This is an optimization exercise on Yosys and OpenROAD, whose aim is small area, a short achievable clock period and few clock cycles per item, not a production implementation.
Function was checked by simulation only, so behaviour that the tests miss may differ from the original.
Power and IR drop assume default switching activity.

lane 1:
// scalar_kalman_filter_unit
module scalar_kalman_filter_unit #(
  parameter int SAMPLE_BITS = 16
) (
  input  logic                   clk,
  input  logic                   rst_n,
  input  logic                   in_valid,
  output logic                   in_stall,
  input  logic [SAMPLE_BITS-1:0] in_sample,
  output logic                   out_valid,
  input  logic                   out_stall,
  output logic [VAL_W-1:0]       out_estimate,
  output logic [GAIN_W-1:0]      out_gain,
  input  logic                   cfg_we,
  input  logic [0:0]             cfg_index,
  input  logic [VAL_W-1:0]       cfg_wdata
);
  logic        st_idle_r, st_d1_r, st_dm_r, st_e_r, st_acc_r;
  logic [2:0]  cnt_r;
  logic        out_valid_r;
  logic [31:0] q_r, r_r;
  logic [16:0] quo_r;
  logic [1:0]  dig_r;    
  logic        q16_r;
  logic [48:0] v_r;      
  logic [48:0] t_r;
  logic [32:0] rem_r;
  logic [32:0] den_r;
  logic [32:0] i_r;
  logic        step, rz;
  logic [31:0] ppred;
  assign rz       = (r_r == '0);
  assign in_stall = !st_idle_r;
  assign step     = st_dm_r || (st_d1_r && !(out_valid_r && out_stall));
  assign ppred    = v_r[48] ? 32'hFFFF_FFFF : v_r[47:16];
  logic [35:0] r4, s1, s2, s3;
  logic [35:0] d1n, d2n, c3s, c3c;
  logic [1:0]  dig;
  logic [32:0] rem_n;
  assign r4  = {1'b0, rem_r, 2'b00};
  assign d1n = ~{3'b000, den_r};
  assign d2n = ~{2'b00, den_r, 1'b0};
  assign c3s = r4 ^ d1n ^ d2n;
  assign c3c = (r4 & d1n) | (r4 & d2n) | (d1n & d2n);
  skf_add #(.N(36)) u_s1 (.a(r4), .b(d1n), .ci(1'b1), .s(s1));
  skf_add #(.N(36)) u_s2 (.a(r4), .b(d2n), .ci(1'b1), .s(s2));
  skf_add #(.N(36)) u_s3 (.a(c3s), .b({c3c[34:0], 1'b1}), .ci(1'b1), .s(s3));
  always_comb begin
    if (rz)            dig = 2'd0;    
    else if (!s3[35])  dig = 2'd3;
    else if (!s2[35])  dig = 2'd2;
    else if (!s1[35])  dig = 2'd1;
    else               dig = 2'd0;
    unique case (dig)
  ...
Size in the first run: ~290 flip-flops, roughly 26000 um^2 of cells after synthesis.
export LEC_CHECK = 0
export CAP_MARGIN = 0
export CORE_MARGIN = 2
export CORE_UTILIZATION = 40
export SETUP_SLACK_MARGIN = 3.25
export SLEW_MARGIN = 0
create_clock -name core_clock -period 8.0 [get_ports {clk}]
run.sh (not shown) runs the stock make flow with config.mk's settings and CLKGATE_MAP_FILE= SYNTH_SCRIPT=/design/flow/synth_recipe.tcl, a recipe that flattens the netlist after the stock synthesis.
The flow did not stop early for lane 1: all stages ran, and the layout cleared the timing, DRC and antenna checks.
Testbench counts of lane 1, summed over its fixed seeds: cycles 20,488, items 2,048.
#### Input delta (lane 2 over lane 1)
- SETUP_SLACK_MARGIN changed from 3.25 to 4
- SLEW_MARGIN changed from 0 to 20
- CAP_MARGIN changed from 0 to 20
Lane 2 vs. lane 1: cell area after placement went up by about 1.4%, met1 wire length went up by about 4.5%, least setup slack across all paths after layout went up by 0.27 ns, maximum net fanout on the critical path went down by 31, total power went up by 22%. Lane 2 -> lane 1: depth of the CTS H-tree delta 0, exact match. In the flow results for lane 2 and lane 1, the wire length reported by the detailed router is smaller on lane 1. Cmp lane 2 vs lane 1: largest incremental delay on the critical path higher in lane 2. Lane 2 went all the way through synthesis, placement and routing and the layout is clean on timing, DRC and antenna. Status: insertion delay to the later sink of the worst-skew pair parity (lane 1, lane 2). In terms of number of instances in the placed design, lane 1 and lane 2 differ only marginally. Between lane 2 and lane 1, it is lane 2 whose final standard cell utilization of the core is higher, by 7.5 points.

---

scalar_kalman_filter_unit, a different RTL version from the one above (not shown whole).
Size: ~310 flip-flops.
==> flow/config.mk <==
export PLATFORM = sky130hd
export DESIGN_NAME = scalar_kalman_filter_unit
export DESIGN_NICKNAME = scalar_kalman_filter_unit
export VERILOG_FILES = /design/flow/design.v
export SDC_FILE = /design/flow/constraint.sdc
export NUM_CORES = 4
export LEC_CHECK = 0
export CAP_MARGIN = 20
export CORE_MARGIN = 2
export CORE_UTILIZATION = 40
export SETUP_SLACK_MARGIN = 2.5
export SLEW_MARGIN = 20
==> flow/constraint.sdc <==
create_clock -name core_clock -period 8.0 [get_ports {clk}]
set_input_delay 1.6000 -clock core_clock [delete_from_list [all_inputs] [get_ports {clk}]]
set_output_delay 1.6000 -clock core_clock [all_outputs]
set_load 0.01 [all_outputs]
Testbench counts at the start, summed over its fixed seeds: cycles 20,488, items 2,048.
Then changed:
- SETUP_SLACK_MARGIN: 2.5 -> not set
What happened: First-iteration DRC count grows by about 3%; final area went down by 0.52%; wire length stays flat; cell count stays flat; die area is unchanged; flip-flop and latch count does not change; worst setup slack degrades by 0.46 ns; sequential share of layout area increases by 0.11 points; register-to-register slack loses 0.46 ns.

## static timing again, ports no longer ideal
Ports are ideal in the flow. The routed layouts listed here were re-timed in OpenROAD. Step 1 assumes that a clkbuf_16 drives the clock port and a buf_2 every other input. Step 2, shift: input delay + t, output delay - t, t = (earliest + latest rising clock arrival at the registers) / 2. This alone moves slack from input paths to output paths. a / b / c = ideal / step 1 / step 2; a / b = the first two.
| run | shift t [ns] | slack for setup (ns) | hold slack, ns | latest minus earliest clock arrival (ns) | cell pins on the clock port's net |
|---|---|---|---|---|---|
| lane 1 | 0.611 | 3.321 / 3.321 / 2.745 | 0.448 / 0.448 / 0.448 | 0.017 / 0.017 | 1 |
| lane 2 | 0.617 | 3.589 / 3.589 / 3.169 | 0.447 / 0.447 / 0.447 | 0.015 / 0.015 | 1 |
| the first run of note 2 | 0.632 | 2.621 / 2.621 / 2.597 | 0.439 / 0.439 / 0.439 | 0.056 / 0.056 | 1 |
| the second run of note 2 | 0.621 | 2.157 / 2.157 / 2.157 | 0.452 / 0.452 / 0.452 | 0.039 / 0.039 | 1 |
After both steps every run listed still meets setup and hold. For lane 1, which loses most, drivers alone change the setup slack by 0.000 ns; drivers and shift together by -0.576 ns.
